From an optimization exercise on the open Yosys and OpenROAD flow, aimed at small area; shortcuts taken in it are not production practice.
At most, simulation tests tie the RTL to the original design; equivalence was not proved.
Power figures rest on the tool's default switching activity, not on a simulated workload.

Setup of before:
## console_buffer
module console_buffer (
  input  logic       clk,
  input  logic       rst,
  input  logic       i_char_stb,
  input  logic [7:0] i_char,
  input  logic       i_alt_func_en,
  input  logic [2:0] i_tab_count,
  input  logic       i_clear_screen_stb,
  output logic       o_wr_char_rdy,
  input  logic       i_read_frame_stb,
  input  logic       i_char_req_en,
  output logic       o_char_rdy,
  output logic [7:0] o_char
);
Size in the first run: ~1300 cells after synthesis, ~570 flip-flops, ~28 I/O pins, ~0.019 mm^2 of cells after synthesis.
==> module char_ram, before the edit <==
module char_ram (
  input  logic       clk,
  input  logic       rst,
  input  logic       i_we,          
  input  logic [3:0] i_wr_col,
  input  logic [7:0] i_wr_data,
  input  logic       i_move,        
  input  logic [1:0] i_move_slot,
  input  logic       i_clear,       
  output logic [3:0] o_turn,
  input  logic [3:0] i_rd_col,
  input  logic [2:0] i_rd_src,      
  input  logic       i_rd_hide,     
  output logic [7:0] o_rd_data
);
  logic [7:0] rows [4][16];   
  logic [3:0] turn;
  logic [3:0] rd_place;
  logic [3:0] wr_place;
  logic [7:0] row_d [4];
  logic [7:0] port_d;
  logic [7:0] rd;
  always_ff @(posedge clk) begin
    if (rst) begin
      turn <= '0;
    end else begin
      turn <= turn + 4'd1;
    end
  end
  assign o_turn   = turn;
  assign rd_place = i_rd_col - turn;
  assign wr_place = i_wr_col - turn - 4'd1;   
  assign port_d   = (i_clear || i_move) ? console_code_pkg::BLANK_CHAR : i_wr_data;
  always_ff @(posedge clk) begin
    for (int k = 0; k < 4; k++) begin
      for (int i = 0; i < 16; i++) begin
        rows[k][i] <= rows[k][(i + 1) % 16];
      end
    end
    for (int k = 0; k < 3; k++) begin
      if (i_clear || (i_move && (i_move_slot == k[1:0]))) begin
        rows[k][14] <= rows[3][15];
      end
    end
    for (int i = 0; i < 16; i += 2) begin
      if (i_clear || (i_move && (i == 14)) || (i_we && (wr_place[3:1] == i[3:1]))) begin
        rows[3][i] <= port_d;
      end
    end
  end
  always_comb begin
    logic [7:0] quad [4];
    for (int k = 0; k < 4; k++) begin
      for (int q = 0; q < 4; q++) begin
        quad[q] = '0;
        for (int i = 0; i < 4; i++) quad[q] |= rows[k][q*4 + i] & {8{rd_place[1:0] == i[1:0]}};
      end
      row_d[k] = '0;
      for (int q = 0; q < 4; q++) row_d[k] |= quad[q] & {8{rd_place[3:2] == q[1:0]}};
    end
  end
  always_comb begin
    case (i_rd_src)
      3'd0:    rd = row_d[0];
      3'd1:    rd = row_d[1];
      3'd2:    rd = row_d[2];
      3'd3:    rd = (i_rd_hide && (i_rd_col == i_wr_col)) ? console_code_pkg::BLANK_CHAR : row_d[3];
      default: rd = console_code_pkg::BLANK_CHAR;
    endcase
  end
  always_ff @(posedge clk) begin
    o_rd_data <= rd;
  end
endmodule
export LEC_CHECK = 0
export CAP_MARGIN = 20
export CORE_MARGIN = 2
export CORE_UTILIZATION = 60
export CTS_BUF_LIST = sky130_fd_sc_hd__clkbuf_8
export CTS_CLUSTER_DIAMETER = 60
export CTS_CLUSTER_SIZE = 16
export SLEW_MARGIN = 20
export SYNTH_MEMORY_MAX_BITS = 4096
create_clock -name core_clock -period 5.0 [get_ports {clk}]
standard.sh (not shown) runs the stock make flow with config.mk's settings and CLKGATE_MAP_FILE= SYNTH_SCRIPT=/design/flow/synth_recipe.tcl, a recipe that flattens the netlist after the stock synthesis.
==> flow/flow/run.sh <==
#!/bin/bash
# Standard layout, with port buffers of the smallest buffer and no dummy clock loads.
set -e
export BUFFER_PORTS_ARGS="-buffer_cell sky130_fd_sc_hd__buf_1"
export CTS_ARGS="-sink_clustering_enable -repair_clock_nets -dont_use_dummy_load -sink_clustering_size 19 -sink_clustering_max_diameter 90 -buf_list sky130_fd_sc_hd__clkbuf_8"
bash standard.sh > standard.log 2>&1
Edits applied to the flow inputs when going from before to after:
--- a/flow/design.v
+++ b/flow/design.v
@@ -260,7 +260,9 @@
       end
     end
     for (int k = 0; k < 3; k++) begin
-      if (i_clear || (i_move && (i_move_slot == k[1:0]))) begin
+      if (i_clear) begin
+        rows[k][14] <= console_code_pkg::BLANK_CHAR;
+      end else if (i_move && (i_move_slot == k[1:0])) begin
         rows[k][14] <= rows[3][15];
       end
     end
--- outcome ---
after finished end to end and its layout was clean on timing, DRC and antenna.
Sequential power: after vs before up about 15%
Looking at sequential share of layout area, after sits 0.19 points above before.
Of the two candidates, before has the better sum of routed wire length over all layers and after the worse one.
Diff before -> after | first-iteration DRC count | up by more than a quarter
Looking at non-clock buffering overhead in the final layout across before and after, the one that comes out lower is before.
| final cell utilization of the core | after vs before | ≈ equal |
Lower final period demand of the worst path among before and after: after
Against before, floorplan die area in after fell slightly.
after vs. before: worst setup slack went up by 0.23 ns.
Going from before to after, met3 track demand over resource fell by 0.36 points; met2 capacity usage during global routing rose by 1.9 points; clock edge transition at the registers on the reported setup and hold paths stayed essentially flat.
Only the layout flow was run in before; the RTL was not checked for function there.

amber:
console_buffer, a different RTL version from the one above (not shown whole).
For scale: ~1400 cells after synthesis, roughly 28 I/O pins, about 0.017 sq mm of cells after synthesis.
==> module char_ram, before the edit <==
module char_ram (
  input  logic       clk,
  input  logic       rst,
  input  logic       i_start_clear,  
  input  logic       i_we,          
  input  logic [3:0] i_wr_col,
  input  logic [7:0] i_wr_data,
  input  logic       i_move,        
  input  logic       i_clear,       
  output logic [3:0] o_turn,
  input  logic [3:0] i_rd_col,      
  input  logic [3:0] i_rd_src,      
  input  logic       i_rd_hide,     
  output logic [7:0] o_rd_data
);
  logic [7:0] rows [4][16];   
  logic [3:0] turn;
  logic [3:0] next_place;   
  logic [15:0] place_oh;    
  logic [3:0] wr_place;
  logic [7:0] port_d;
  logic [7:0] rd;
  always_ff @(posedge clk) begin
    if (rst || i_start_clear) begin
      turn <= '0;
    end else begin
      turn <= turn + 4'd1;
    end
  end
  assign o_turn   = turn;
  assign next_place = i_rd_col - turn - 4'd1;
  always_ff @(posedge clk) begin
    for (int i = 0; i < 16; i++) place_oh[i] <= (next_place == i[3:0]);
  end
  assign wr_place = i_wr_col - turn - 4'd1;   
  assign port_d   = (i_clear || i_move) ? console_code_pkg::BLANK_CHAR : i_wr_data;
  always_ff @(posedge clk) begin
    for (int k = 0; k < 4; k++) begin
      for (int i = 0; i < 16; i++) begin
        rows[k][i] <= rows[k][(i + 1) % 16];
      end
    end
    if (i_clear || i_move) begin
      rows[0][14] <= rows[3][15];
      rows[1][14] <= rows[0][15];
      rows[2][14] <= rows[1][15];
    end
    for (int i = 0; i < 16; i += 2) begin
      if (i_clear || (i_move && (i == 14)) || (i_we && (wr_place[3:1] == i[3:1]))) begin
        rows[3][i] <= port_d;
      end
    end
  end
  always_comb begin
    logic [7:0] oct [2];
    logic       row_on;
    rd = '0;
    for (int k = 0; k < 4; k++) begin
      row_on = i_rd_src[k];
      if (k == 3) row_on = row_on && !(i_rd_hide && (i_rd_col == i_wr_col));
      oct[0] = '0;
      for (int i = 0; i < 16; i++) oct[0] |= rows[k][i] & {8{place_oh[i]}};
      rd |= oct[0] & {8{row_on}};
    end
  end
  always_ff @(posedge clk) begin
    o_rd_data <= rd;
  end
endmodule
==> module frame_reader, before the edit <==
module frame_reader (
  input  logic       clk,
  input  logic       rst,
  input  logic       i_read_frame_stb,
  input  logic       i_char_req_en,   
  input  logic       i_writer_busy,
  input  logic [1:0] i_frame_cur,    
  input  logic       i_line_clear,    
  output logic       o_busy,
  output logic [3:0] o_rd_col,       
  output logic [3:0] o_rd_src,       
  output logic       o_char_rdy
);
  typedef enum logic [1:0] {
    rd_idle,
    rd_wait_writer,
    rd_setup,
    rd_request
  } rd_state_e;
  rd_state_e  state;
  logic [6:0] pos;      
  logic       req_hit;
  logic       in_delay;
  logic       rdy_d1;   
  assign in_delay = (state == rd_request) && rdy_d1;
  assign req_hit  = (state == rd_request) && !rdy_d1 && i_char_req_en && !i_line_clear;
  assign o_busy   = (state == rd_setup) || (state == rd_request);
  always_ff @(posedge clk) begin
    if (rst) begin
      state      <= rd_idle;
      rdy_d1     <= 1'b0;
      o_char_rdy <= 1'b0;
    end else begin
      rdy_d1     <= req_hit;
      o_char_rdy <= rdy_d1;
      case (state)
        rd_wait_writer: if (!i_writer_busy) state <= rd_setup;   
        rd_setup:       state <= rd_request;
        rd_request:     if (in_delay && (pos == 7'd127)) state <= rd_idle;   
        default: ;
      endcase
      if (i_read_frame_stb) begin
        state <= rd_wait_writer;   
      end
    end
  end
  always_ff @(posedge clk) begin
    if (state == rd_wait_writer) begin
      pos <= '0;
    end else if (in_delay) begin
      pos <= pos + 7'd1;
    end
  end
  logic [1:0] scr;    
  logic [2:0] src;
  assign scr = pos[6:5];
  always_comb begin
    if (scr == i_frame_cur) begin
      src = 3'd3;
    end else if (scr < i_frame_cur) begin
      src = {1'b0, i_frame_cur - scr - 2'd1};
    end else begin
      src = 3'd4;
    end
  end
  assign o_rd_col = pos[3:0];
  always_ff @(posedge clk) begin
    for (int k = 0; k < 4; k++) o_rd_src[k] <= (src == k[2:0]);
  end
endmodule
==> module console_buffer, before the edit <==
module console_buffer (
  input  logic       clk,
  input  logic       rst,
  input  logic       i_char_stb,
  input  logic [7:0] i_char,
  input  logic       i_alt_func_en,
  input  logic [2:0] i_tab_count,
  input  logic       i_clear_screen_stb,
  output logic       o_wr_char_rdy,
  input  logic       i_read_frame_stb,
  input  logic       i_char_req_en,
  output logic       o_char_rdy,
  output logic [7:0] o_char
);
  logic       keep;
  logic       rdy;
  logic       cmd_ctrl;
  logic [7:0] cmd_ch;
  logic       writer_busy;
  logic       reader_busy;
  logic       we;
  logic [3:0] wr_col;
  logic [7:0] wr_data;
  logic       move;
  logic       clear;
  logic       start_clear;
  logic       rd_hide;
  logic [1:0] frame_cur;
  logic [3:0] rd_col;
  logic [3:0] turn;
  logic [3:0] rd_src;
  logic       line_clear;
  char_decoder u_char_decoder (
    .clk(clk),
    .i_char_stb(i_char_stb), .i_char(i_char), .i_alt_func_en(i_alt_func_en),
    .i_rdy(rdy),
    .o_keep(keep), .o_cmd_ctrl(cmd_ctrl), .o_cmd_ch(cmd_ch)
  );
  assign o_wr_char_rdy = rdy;
  cursor_writer u_cursor_writer (
    .clk(clk), .rst(rst),
    .i_char_stb(i_char_stb), .i_keep(keep), .i_cmd_ctrl(cmd_ctrl), .i_cmd_ch(cmd_ch), .i_tab_count(i_tab_count),
    .i_clear_screen_stb(i_clear_screen_stb), .i_reader_busy(reader_busy),
    .o_rdy(rdy), .o_busy(writer_busy), .i_turn(turn), .o_start_clear(start_clear),
    .o_we(we), .o_wr_col(wr_col), .o_wr_data(wr_data), .o_rd_hide(rd_hide),
    .o_move(move), .o_clear(clear),
    .o_frame_cur(frame_cur), .o_line_clear(line_clear)
  );
  char_ram u_char_ram (
    .clk(clk), .rst(rst), .i_start_clear(start_clear), .i_we(we), .i_wr_col(wr_col), .i_wr_data(wr_data),
    .i_move(move), .i_clear(clear), .o_turn(turn),
    .i_rd_col(rd_col), .i_rd_src(rd_src), .i_rd_hide(rd_hide), .o_rd_data(o_char)
  );
  frame_reader u_frame_reader (
    .clk(clk), .rst(rst),
    .i_read_frame_stb(i_read_frame_stb), .i_char_req_en(i_char_req_en),
    .i_writer_busy(writer_busy), .i_frame_cur(frame_cur),
    .i_line_clear(line_clear),
    .o_busy(reader_busy), .o_rd_col(rd_col), .o_rd_src(rd_src), .o_char_rdy(o_char_rdy)
  );
endmodule
export LEC_CHECK = 0
export CAP_MARGIN = 20
export CORE_MARGIN = 2
export CORE_UTILIZATION = 60
export CTS_BUF_LIST = sky130_fd_sc_hd__clkbuf_8
export CTS_CLUSTER_DIAMETER = 60
export CTS_CLUSTER_SIZE = 16
export SLEW_MARGIN = 20
export SYNTH_MEMORY_MAX_BITS = 4096
create_clock -name core_clock -period 5.0 [get_ports {clk}]
Scripts as last shown in full above: flow/flow/run.sh
#### Input delta (ember over amber)
diff --git a/flow/design.v b/flow/design.v
--- a/flow/design.v
+++ b/flow/design.v
@@ -212,36 +212,34 @@
   input  logic       i_we,          
   input  logic [3:0] i_wr_col,
   input  logic [7:0] i_wr_data,
   input  logic       i_move,        
   input  logic       i_clear,       
   output logic [3:0] o_turn,
-  input  logic [3:0] i_rd_col,      
-  input  logic [3:0] i_rd_src,      
+  input  logic [3:0] i_rd_col,
+  input  logic [2:0] i_rd_src,      
   input  logic       i_rd_hide,     
   output logic [7:0] o_rd_data
 );
   logic [7:0] rows [4][16];   
   logic [3:0] turn;
-  logic [3:0] next_place;   
-  logic [15:0] place_oh;    
+  logic [3:0] rd_place;
   logic [3:0] wr_place;
+  logic [7:0] row_d [4];
+  logic [3:0] row_sel;
   logic [7:0] port_d;
   logic [7:0] rd;
   always_ff @(posedge clk) begin
     if (rst || i_start_clear) begin
       turn <= '0;
     end else begin
       turn <= turn + 4'd1;
     end
   end
   assign o_turn   = turn;
-  assign next_place = i_rd_col - turn - 4'd1;
-  always_ff @(posedge clk) begin
-    for (int i = 0; i < 16; i++) place_oh[i] <= (next_place == i[3:0]);
-  end
+  assign rd_place = i_rd_col - turn;
   assign wr_place = i_wr_col - turn - 4'd1;   
   assign port_d   = (i_clear || i_move) ? console_code_pkg::BLANK_CHAR : i_wr_data;
   always_ff @(posedge clk) begin
     for (int k = 0; k < 4; k++) begin
       for (int i = 0; i < 16; i++) begin
         rows[k][i] <= rows[k][(i + 1) % 16];
@@ -256,23 +254,27 @@
       if (i_clear || (i_move && (i == 14)) || (i_we && (wr_place[3:1] == i[3:1]))) begin
         rows[3][i] <= port_d;
       end
     end
   end
   always_comb begin
-    logic [7:0] oct [2];
-    logic       row_on;
-    rd = '0;
+    for (int k = 0; k < 3; k++) row_sel[k] = (i_rd_src == k[2:0]);
+    row_sel[3] = (i_rd_src == 3'd3) && !(i_rd_hide && (i_rd_col == i_wr_col));
+  end
+  always_comb begin
+    logic [7:0] quad [4];
     for (int k = 0; k < 4; k++) begin
-      row_on = i_rd_src[k];
-      if (k == 3) row_on = row_on && !(i_rd_hide && (i_rd_col == i_wr_col));
-      oct[0] = '0;
-      for (int i = 0; i < 16; i++) oct[0] |= rows[k][i] & {8{place_oh[i]}};
-      rd |= oct[0] & {8{row_on}};
+      for (int q = 0; q < 4; q++) begin
+        quad[q] = '0;
+        for (int i = 0; i < 4; i++) quad[q] |= rows[k][q*4 + i] & {8{rd_place[1:0] == i[1:0]}};
+      end
+      row_d[k] = '0;
+      for (int q = 0; q < 4; q++) row_d[k] |= quad[q] & {8{(rd_place[3:2] == q[1:0]) && row_sel[k]}};
     end
   end
+  assign rd = row_d[0] | row_d[1] | row_d[2] | row_d[3];
   always_ff @(posedge clk) begin
     o_rd_data <= rd;
   end
 endmodule
 `timescale 1ns/1ns
 module frame_reader (
@@ -282,13 +284,13 @@
   input  logic       i_char_req_en,   
   input  logic       i_writer_busy,
   input  logic [1:0] i_frame_cur,    
   input  logic       i_line_clear,    
   output logic       o_busy,
   output logic [3:0] o_rd_col,       
-  output logic [3:0] o_rd_src,       
+  output logic [2:0] o_rd_src,       
   output logic       o_char_rdy
 );
   typedef enum logic [1:0] {
     rd_idle,
     rd_wait_writer,
     rd_setup,
@@ -339,13 +341,13 @@
     end else begin
       src = 3'd4;
     end
   end
   assign o_rd_col = pos[3:0];
   always_ff @(posedge clk) begin
-    for (int k = 0; k < 4; k++) o_rd_src[k] <= (src == k[2:0]);
+    o_rd_src <= src;
   end
 endmodule
 `timescale 1ns/1ns
 module console_buffer (
   input  logic       clk,
   input  logic       rst,
@@ -373,13 +375,13 @@
   logic       clear;
   logic       start_clear;
   logic       rd_hide;
   logic [1:0] frame_cur;
   logic [3:0] rd_col;
   logic [3:0] turn;
-  logic [3:0] rd_src;
+  logic [2:0] rd_src;
   logic       line_clear;
   char_decoder u_char_decoder (
     .clk(clk),
     .i_char_stb(i_char_stb), .i_char(i_char), .i_alt_func_en(i_alt_func_en),
     .i_rdy(rdy),
     .o_keep(keep), .o_cmd_ctrl(cmd_ctrl), .o_cmd_ch(cmd_ch)
==> comparison <==
In ember, the clock period minus worst slack came out 0.24 ns above the value in amber. ember ends up with a area share of buffers outside the clock network that is 0.29 points higher than in amber. ember vs amber — total design power rose 14%. Side by side, synthesized area turned out higher in ember than in amber. Routed wire in ember totals less than in amber. Global-route wire length before repair shrinks by a little under 10% when moving from amber to ember. Highest attainable clock frequency (ember vs. amber) decreases by a few percent.
No functional check of the RTL was part of any run of this note.

==> static timing again, ports no longer ideal <==
Ports are ideal in the flow. The routed layouts listed here were re-timed in OpenROAD. Step 1 sets driving cells, clkbuf_16 on the clock port and buf_2 on the other inputs (assumed; they add their load-dependent delay and slew). Step 2 also shifts input and output timing later by t, the mid clock arrival at the registers, as if the neighbouring blocks saw the same clock. a / b / c = no drivers / after step 1 / after step 2; a / b = the first two.
run	shift t [ns]	slack for setup (ns)	worst slew at a driven data input, ns	cell pins on the clock port's net
before	0.601	1.394 / 1.394 / 1.394	0.03	1
after	0.599	1.622 / 1.622 / 1.622	0.03	1
amber	0.588	1.745 / 1.697 / 2.284	0.03	1
ember	0.582	1.506 / 1.506 / 1.506	0.03	1
After both steps setup and hold are still met in every run listed.
